What follows belongs to an exercise in optimizing a design on an open flow for small area, a short achievable clock period and few clock cycles per item; a production flow would make more cautious choices.
Where RTL was checked, it was by simulation tests only, not by an equivalence proof against the original.
No driver is modelled on the clock port, so clocking that relies on it looks cheaper here than on a real chip.
Power and IR drop assume default switching activity.

==> run G: inputs <==
## ppm_pulse_train_decoder_top
module ppm_pulse_train_decoder_top #(
   parameter int unsigned MAX_CHANNELS  = 8,
   parameter int unsigned CYCLES_PER_US = 80
) (
   input  logic                                 clock,
   input  logic                                 reset,
   input  logic                                 req_valid,
   output logic                                 req_ready,
   input  logic                                 req_edge_rising,
   input  logic [ppmd_pkg::TS_W-1:0]            req_timestamp,
   output logic                                 rsp_valid,
   input  logic                                 rsp_ready,
   output logic [ppmd_pkg::CHAN_W-1:0]          rsp_channel,
   output logic [ppmd_pkg::WIDTH_W-1:0]         rsp_width_us,
   output logic [ppmd_pkg::FRAME_W-1:0]         rsp_frame_number,
   output logic [ppmd_pkg::RESYNC_W-1:0]        rsp_resync_total,
   output logic                                 rsp_last,
   input  logic                                 csr_valid,
   output logic                                 csr_ready,
   input  logic [ppmd_pkg::CSR_INDEX_W-1:0]     csr_index,
   input  logic [ppmd_pkg::CSR_DATA_W-1:0]      csr_wdata
);
   logic [TS_W-1:0]     period_ff;
   logic [19:0]         thr5_ff;
   logic                thr_max_ff;
   logic                thr_raw_ff;      
   logic [COUNT_W-1:0]  count_ff;
   logic [3:0]          n_chan;
   logic                v1_ff;
   logic [TS_W-1:0]     rise_ff, fall_ff;
   logic                v2_ff, slip1_ff, sat_ff;
   logic [19:0]         x_ff;
   logic                rv_ff;           
   logic                hunt_ff;         
   logic                gap_ff;          
   logic [3:0]          chan_ff;
  ...
==> module ppmd_div, before the edit <==
module ppmd_div (
   input  logic [19:0] x,
   output logic [15:0] q,
   output logic        big
);
   function automatic logic [4:0] res5(input logic [3:0] d);
      res5[0] = d == 4'd0 || d == 4'd5 || d == 4'd10 || d == 4'd15;
      res5[1] = d == 4'd1 || d == 4'd6 || d == 4'd11;
      res5[2] = d == 4'd2 || d == 4'd7 || d == 4'd12;
      res5[3] = d == 4'd3 || d == 4'd8 || d == 4'd13;
      res5[4] = d == 4'd4 || d == 4'd9 || d == 4'd14;
   endfunction
   function automatic logic [4:0] add5(input logic [4:0] a, input logic [4:0] b);
      add5[0] = (a[0] && b[0]) || (a[1] && b[4]) || (a[2] && b[3]) || (a[3] && b[2]) || (a[4] && b[1]);
      add5[1] = (a[0] && b[1]) || (a[1] && b[0]) || (a[2] && b[4]) || (a[3] && b[3]) || (a[4] && b[2]);
      add5[2] = (a[0] && b[2]) || (a[1] && b[1]) || (a[2] && b[0]) || (a[3] && b[4]) || (a[4] && b[3]);
      add5[3] = (a[0] && b[3]) || (a[1] && b[2]) || (a[2] && b[1]) || (a[3] && b[0]) || (a[4] && b[4]);
      add5[4] = (a[0] && b[4]) || (a[1] && b[3]) || (a[2] && b[2]) || (a[3] && b[1]) || (a[4] && b[0]);
   endfunction
   function automatic logic [3:0] qdig(input logic [4:0] r, input logic [3:0] d);
      logic [4:0] a, b;
      logic       cy;
      logic [1:0] dd;
      logic [3:0] r3;
      a  = r;
      b  = res5(d);
      cy = (a[1] && b[4]) || (a[2] && b[3]) || (a[2] && b[4]) || (a[3] && b[2]) || (a[3] && b[3]) || (a[3] && b[4]) || (a[4] && b[1]) || (a[4] && b[2]) || (a[4] && b[3]) || (a[4] && b[4]);
      dd = (d >= 4'd15) ? 2'd3 : (d >= 4'd10) ? 2'd2 : (d >= 4'd5) ? 2'd1 : 2'd0;
      r3 = {r[3] || r[4], r[2] || r[4], r[1] || r[2], r[1] || r[3]};
      qdig = r3 + {2'b0, dd} + {3'b0, cy};
   endfunction
   logic [4:0] r4, r3, r2, r1, m21;
   always_comb begin
      big = (x[19:16] >= 4'd5);
      for (int k = 0; k < 5; k++) begin
         r4[k] = (x[19:16] == 4'(k));
      end
      r3  = add5(r4, res5(x[15:12]));
      m21 = add5(res5(x[11:8]), res5(x[7:4]));
      r2  = add5(r3, res5(x[11:8]));
      r1  = add5(r3, m21);
      q   = {qdig(r4, x[15:12]), qdig(r3, x[11:8]), qdig(r2, x[7:4]), qdig(r1, x[3:0])};
   end
endmodule
clock: 8.0 ns
lec_check: 0
cap_margin: 20
core_margin: 2
core_utilization: 40
cts_buf_list: sky130_fd_sc_hd__clkbuf_8
cts_cluster_diameter: 60
cts_cluster_size: 16
setup_slack_margin: 4.0
slew_margin: 20
standard.sh (not shown) runs the stock make flow with config.mk's settings and CLKGATE_MAP_FILE= SYNTH_SCRIPT=/design/flow/synth_recipe.tcl, a recipe that flattens the netlist after the stock synthesis.
==> flow/flow/run.sh <==
#!/bin/bash
# The standard layout with two changes, both after the standard synthesis:
#  - the combinational cells of the standard synthesis's netlist are mapped
#    again by ABC with a delay-aware script (flow/remap.abc); the flip-flops,
#    their names and cells, are kept as they are (read as black boxes);
#  - plain buf_2 cells as the port buffers instead of delay buffers.
# Logs: make_synth.log and make.log (make), remap.log (yosys), and the ORFS
# step logs under orfs/logs/.
set -euo pipefail
export BUFFER_PORTS_ARGS="-buffer_cell sky130_fd_sc_hd__buf_2"
PLAT=$FLOW_HOME/platforms/sky130hd
LIB=$PLAT/lib/sky130_fd_sc_hd__tt_025C_1v80.lib
RES=orfs/results/sky130hd/ppm_pulse_train_decoder_top/base
LOGS=orfs/logs/sky130hd/ppm_pulse_train_decoder_top/base

bash standard.sh synth > make_synth.log 2>&1

python3 flow/split_lib.py "$LIB" comb.lib seq.lib
DONT_USE=$(grep -o -- "-dont_use [A-Za-z0-9_]*" $LOGS/1_2_yosys.log | sort -u | tr '\n' ' ')
cp $RES/1_2_yosys.v 1_2_yosys_standard.v
cat > remap.ys <<EOS
read_liberty -lib seq.lib
read_liberty -ignore_miss_func comb.lib
read_verilog -noblackbox 1_2_yosys_standard.v
hierarchy -top $FLOW_TOP
flatten
opt_clean
abc -liberty $LIB $DONT_USE -script flow/remap.abc
opt_clean -purge
hilomap -singleton -hicell sky130_fd_sc_hd__conb_1 HI -locell sky130_fd_sc_hd__conb_1 LO
splitnets
opt_clean -purge
insbuf -buf sky130_fd_sc_hd__buf_4 A X
rename -hide w:*.*
check
stat -liberty $LIB
write_verilog -noattr -noexpr -nohex -nodec $RES/1_2_yosys.v
EOS
yosys -s remap.ys > remap.log 2>&1
rm -f $RES/1_synth.odb $RES/1_synth.sdc

bash standard.sh > make.log 2>&1
==> flow/flow/remap.abc <==
strash; dch -f; map -D 2800; topo; buffer; upsize; dnsize
==> flow/flow/split_lib.py <==
#!/usr/bin/env python3
"""Splits a Liberty file in two: the cells without state (comb) and those with
a ff, latch or statetable group (seq)."""
import re
import sys

src, comb_out, seq_out = sys.argv[1:4]
lib = open(src).read()
start = lib.index("cell (")
head = lib[:start]
comb, seq = [], []
i = start
while True:
    j = lib.find("cell (", i)
    if j < 0:
        break
    k = lib.index("{", j)
    depth, p = 1, k + 1
    while depth:
        c = lib[p]
        if c == "{":
            depth += 1
        elif c == "}":
            depth -= 1
        p += 1
    cell = lib[j:p]
    (seq if re.search(r"\n\s*(ff|latch|statetable)\s*\(", cell) else comb).append(cell)
    i = p
open(comb_out, "w").write(head + "\n".join(comb) + "\n}\n")
open(seq_out, "w").write(head + "\n".join(seq) + "\n}\n")
==> run E (differences from run G) <==
--- a/flow/design.v
+++ b/flow/design.v
@@ -98,12 +98,13 @@
    logic [3:0]          chan_ff;
    logic [FRAME_W-1:0]  frame_ff;
    logic [RESYNC_W-1:0] resync_ff;
    logic [WIDTH_W-1:0]  store_ff [8];
    logic                emit_ff, last_ff;
    logic [2:0]          eidx_ff;
+   logic [7:0]          eoh_ff;          
    logic                ready_ff;
    assign n_chan    = (count_ff > 4'd8) ? 4'd8 : count_ff;
    assign csr_ready = 1'b1;
    assign req_ready = ready_ff;
    logic            cr, cf, sn, ln;
    logic [TS_W:0]   d0;
@@ -199,12 +200,13 @@
          gap_ff     <= 1'b0;
          chan_ff    <= '0;
          frame_ff   <= '0;
          resync_ff  <= '0;
          emit_ff    <= 1'b0;
          eidx_ff    <= '0;
+         eoh_ff     <= 8'd1;
          last_ff    <= 1'b0;
          ready_ff   <= 1'b1;
       end else begin
          thr_raw_ff <= csr_valid && (csr_index == CSR_FRAME_THRESHOLD);
          if (thr_raw_ff) begin
             thr5_ff <= thr5_in;
@@ -246,15 +248,17 @@
          if (complete && !hold) begin
             frame_ff <= frame_ff + FRAME_W'(1);
          end
          emit_ff <= emit_in;
          if (!emit_ff) begin
             eidx_ff <= '0;
+            eoh_ff  <= 8'd1;
             last_ff <= (n_chan == 4'd1);
          end else if (rsp_ready) begin
             eidx_ff <= eidx_ff + 3'd1;
+            eoh_ff  <= {eoh_ff[6:0], eoh_ff[7]};
             last_ff <= ({1'b0, eidx_ff} + 4'd2 == n_chan);
          end
          ready_ff <= !(v1_in && v2_in && emit_in);
       end
    end
    always_ff @(posedge clock) begin
@@ -277,11 +281,16 @@
       if (store_we && !clash) begin
          store_ff[widx[2:0]] <= w;
       end
    end
    assign rsp_valid        = emit_ff;
    assign rsp_channel      = eidx_ff;
-   assign rsp_width_us     = store_ff[eidx_ff];
+   always_comb begin
+      rsp_width_us = '0;
+      for (int k = 0; k < 8; k++) begin
+         rsp_width_us = rsp_width_us | ({WIDTH_W{eoh_ff[k]}} & store_ff[k]);
+      end
+   end
    assign rsp_frame_number = frame_ff;
    assign rsp_resync_total = resync_ff;
    assign rsp_last         = last_ff;
 endmodule
--- a/flow/flow/run.sh
+++ b/flow/flow/run.sh
@@ -1,16 +1,16 @@
 #!/bin/bash
 # The standard layout with two changes, both after the standard synthesis:
 #  - the combinational cells of the standard synthesis's netlist are mapped
-#    again by ABC with a delay-aware script (flow/remap.abc); the flip-flops,
+#    again by ABC with an area-oriented script (flow/remap.abc); the flip-flops,
 #    their names and cells, are kept as they are (read as black boxes);
-#  - plain buf_2 cells as the port buffers instead of delay buffers.
+#  - plain buf_1 cells as the port buffers instead of delay buffers.
 # Logs: make_synth.log and make.log (make), remap.log (yosys), and the ORFS
 # step logs under orfs/logs/.
 set -euo pipefail
-export BUFFER_PORTS_ARGS="-buffer_cell sky130_fd_sc_hd__buf_2"
+export BUFFER_PORTS_ARGS="-buffer_cell sky130_fd_sc_hd__buf_1"
 PLAT=$FLOW_HOME/platforms/sky130hd
 LIB=$PLAT/lib/sky130_fd_sc_hd__tt_025C_1v80.lib
 RES=orfs/results/sky130hd/ppm_pulse_train_decoder_top/base
 LOGS=orfs/logs/sky130hd/ppm_pulse_train_decoder_top/base
 
 bash standard.sh synth > make_synth.log 2>&1
==> flow/flow/remap.abc (replaced) <==
strash; dch -f; amap; topo; buffer; upsize; dnsize
==> run B (differences from run G) <==
--- a/flow/design.v
+++ b/flow/design.v
@@ -32,22 +32,35 @@
       add5[1] = (a[0] && b[1]) || (a[1] && b[0]) || (a[2] && b[4]) || (a[3] && b[3]) || (a[4] && b[2]);
       add5[2] = (a[0] && b[2]) || (a[1] && b[1]) || (a[2] && b[0]) || (a[3] && b[4]) || (a[4] && b[3]);
       add5[3] = (a[0] && b[3]) || (a[1] && b[2]) || (a[2] && b[1]) || (a[3] && b[0]) || (a[4] && b[4]);
       add5[4] = (a[0] && b[4]) || (a[1] && b[3]) || (a[2] && b[2]) || (a[3] && b[1]) || (a[4] && b[0]);
    endfunction
    function automatic logic [3:0] qdig(input logic [4:0] r, input logic [3:0] d);
-      logic [4:0] a, b;
-      logic       cy;
-      logic [1:0] dd;
-      logic [3:0] r3;
-      a  = r;
-      b  = res5(d);
-      cy = (a[1] && b[4]) || (a[2] && b[3]) || (a[2] && b[4]) || (a[3] && b[2]) || (a[3] && b[3]) || (a[3] && b[4]) || (a[4] && b[1]) || (a[4] && b[2]) || (a[4] && b[3]) || (a[4] && b[4]);
-      dd = (d >= 4'd15) ? 2'd3 : (d >= 4'd10) ? 2'd2 : (d >= 4'd5) ? 2'd1 : 2'd0;
-      r3 = {r[3] || r[4], r[2] || r[4], r[1] || r[2], r[1] || r[3]};
-      qdig = r3 + {2'b0, dd} + {3'b0, cy};
+      logic [3:0] c0, c1, c2, c3, c4;
+      c0[0] = d == 4'd5 || d == 4'd6 || d == 4'd7 || d == 4'd8 || d == 4'd9 || d == 4'd15;
+      c0[1] = d == 4'd10 || d == 4'd11 || d == 4'd12 || d == 4'd13 || d == 4'd14 || d == 4'd15;
+      c0[2] = 1'b0;
+      c0[3] = 1'b0;
+      c1[0] = d == 4'd0 || d == 4'd1 || d == 4'd2 || d == 4'd3 || d == 4'd9 || d == 4'd10 || d == 4'd11 || d == 4'd12 || d == 4'd13;
+      c1[1] = d == 4'd0 || d == 4'd1 || d == 4'd2 || d == 4'd3 || d == 4'd14 || d == 4'd15;
+      c1[2] = d == 4'd4 || d == 4'd5 || d == 4'd6 || d == 4'd7 || d == 4'd8 || d == 4'd9 || d == 4'd10 || d == 4'd11 || d == 4'd12 || d == 4'd13 || d == 4'd14 || d == 4'd15;
+      c1[3] = 1'b0;
+      c2[0] = d == 4'd3 || d == 4'd4 || d == 4'd5 || d == 4'd6 || d == 4'd7 || d == 4'd13 || d == 4'd14 || d == 4'd15;
+      c2[1] = d == 4'd0 || d == 4'd1 || d == 4'd2 || d == 4'd3 || d == 4'd4 || d == 4'd5 || d == 4'd6 || d == 4'd7;
+      c2[2] = d == 4'd0 || d == 4'd1 || d == 4'd2 || d == 4'd3 || d == 4'd4 || d == 4'd5 || d == 4'd6 || d == 4'd7;
+      c2[3] = d == 4'd8 || d == 4'd9 || d == 4'd10 || d == 4'd11 || d == 4'd12 || d == 4'd13 || d == 4'd14 || d == 4'd15;
+      c3[0] = d == 4'd0 || d == 4'd1 || d == 4'd7 || d == 4'd8 || d == 4'd9 || d == 4'd10 || d == 4'd11;
+      c3[1] = d == 4'd2 || d == 4'd3 || d == 4'd4 || d == 4'd5 || d == 4'd6 || d == 4'd7 || d == 4'd8 || d == 4'd9 || d == 4'd10 || d == 4'd11;
+      c3[2] = d == 4'd12 || d == 4'd13 || d == 4'd14 || d == 4'd15;
+      c3[3] = d == 4'd0 || d == 4'd1 || d == 4'd2 || d == 4'd3 || d == 4'd4 || d == 4'd5 || d == 4'd6 || d == 4'd7 || d == 4'd8 || d == 4'd9 || d == 4'd10 || d == 4'd11 || d == 4'd12 || d == 4'd13 || d == 4'd14 || d == 4'd15;
+      c4[0] = d == 4'd1 || d == 4'd2 || d == 4'd3 || d == 4'd4 || d == 4'd5 || d == 4'd11 || d == 4'd12 || d == 4'd13 || d == 4'd14 || d == 4'd15;
+      c4[1] = d == 4'd6 || d == 4'd7 || d == 4'd8 || d == 4'd9 || d == 4'd10 || d == 4'd11 || d == 4'd12 || d == 4'd13 || d == 4'd14 || d == 4'd15;
+      c4[2] = d == 4'd0 || d == 4'd1 || d == 4'd2 || d == 4'd3 || d == 4'd4 || d == 4'd5 || d == 4'd6 || d == 4'd7 || d == 4'd8 || d == 4'd9 || d == 4'd10 || d == 4'd11 || d == 4'd12 || d == 4'd13 || d == 4'd14 || d == 4'd15;
+      c4[3] = d == 4'd0 || d == 4'd1 || d == 4'd2 || d == 4'd3 || d == 4'd4 || d == 4'd5 || d == 4'd6 || d == 4'd7 || d == 4'd8 || d == 4'd9 || d == 4'd10 || d == 4'd11 || d == 4'd12 || d == 4'd13 || d == 4'd14 || d == 4'd15;
+      qdig = ({4{r[0]}} & c0) | ({4{r[1]}} & c1) | ({4{r[2]}} & c2) |
+             ({4{r[3]}} & c3) | ({4{r[4]}} & c4);
    endfunction
    logic [4:0] r4, r3, r2, r1, m21;
    always_comb begin
       big = (x[19:16] >= 4'd5);
       for (int k = 0; k < 5; k++) begin
          r4[k] = (x[19:16] == 4'(k));
--- a/flow/flow/run.sh
+++ b/flow/flow/run.sh
@@ -1,16 +1,18 @@
 #!/bin/bash
 # The standard layout with two changes, both after the standard synthesis:
 #  - the combinational cells of the standard synthesis's netlist are mapped
 #    again by ABC with a delay-aware script (flow/remap.abc); the flip-flops,
 #    their names and cells, are kept as they are (read as black boxes);
-#  - plain buf_2 cells as the port buffers instead of delay buffers.
+#  - plain buf_2 cells as the port buffers instead of delay buffers;
+#  - after CTS, cells off the critical paths are shrunk (flow/post_cts.tcl).
 # Logs: make_synth.log and make.log (make), remap.log (yosys), and the ORFS
 # step logs under orfs/logs/.
 set -euo pipefail
 export BUFFER_PORTS_ARGS="-buffer_cell sky130_fd_sc_hd__buf_2"
+export POST_CTS_TCL=$PWD/flow/post_cts.tcl
 PLAT=$FLOW_HOME/platforms/sky130hd
 LIB=$PLAT/lib/sky130_fd_sc_hd__tt_025C_1v80.lib
 RES=orfs/results/sky130hd/ppm_pulse_train_decoder_top/base
 LOGS=orfs/logs/sky130hd/ppm_pulse_train_decoder_top/base
 
 bash standard.sh synth > make_synth.log 2>&1
==> flow/flow/post_cts.tcl (new file) <==
# After CTS and its timing repair: shrink cells off the critical paths, as
# far as the setup margin allows, then legalize the placement again.
repair_timing -recover_power 100 -setup_margin $::env(SETUP_SLACK_MARGIN) -verbose
detailed_placement
check_placement -verbose
==> summary of the runs <==
- Global-route usage, lowest first: run G, run B, run E.
- First-iteration DRC count: run G is lower than run B (22%).
- In run B the clock power is smaller than in run G, by about 9%.
- Power: run B < run G < run E.
Testbench counts of run E, summed over its fixed seeds: cycles 5,896, items 2,560.
Testbench counts of run B, summed over its fixed seeds: cycles 5,896, items 2,560.
The RTL of run G was laid out without a check of its function.

-- port drivers added, routing unchanged --
In the flow no input, the clock included, has a driving cell. The finished layouts below were timed again as built, in two steps. Step 1 sets driving cells, clkbuf_16 on the clock port and buf_2 on the other inputs (assumed; they add their load-dependent delay and slew). Step 2 adds t to the input delays and takes it off the output delays; t is the mean of the earliest and latest rising clock arrival at the registers after step 1. Input paths then give back, and output paths get back, about the clock's delay inside the block. Three values: ideal ports, drivers, drivers and shift; two values: the first two.
run	t, ns	setup slack, ns	worst slew at a driven data input, ns
run G	0.682	4.032 / 4.032 / 3.739	0.07
run E	0.658	3.575 / 3.587 / 2.929	0.10
run B	0.653	4.066 / 4.066 / 3.514	0.07
After both steps every run listed still meets setup and hold. The setup slack of run E, which loses most, moves by +0.012 ns with the drivers and by -0.646 ns with both steps.
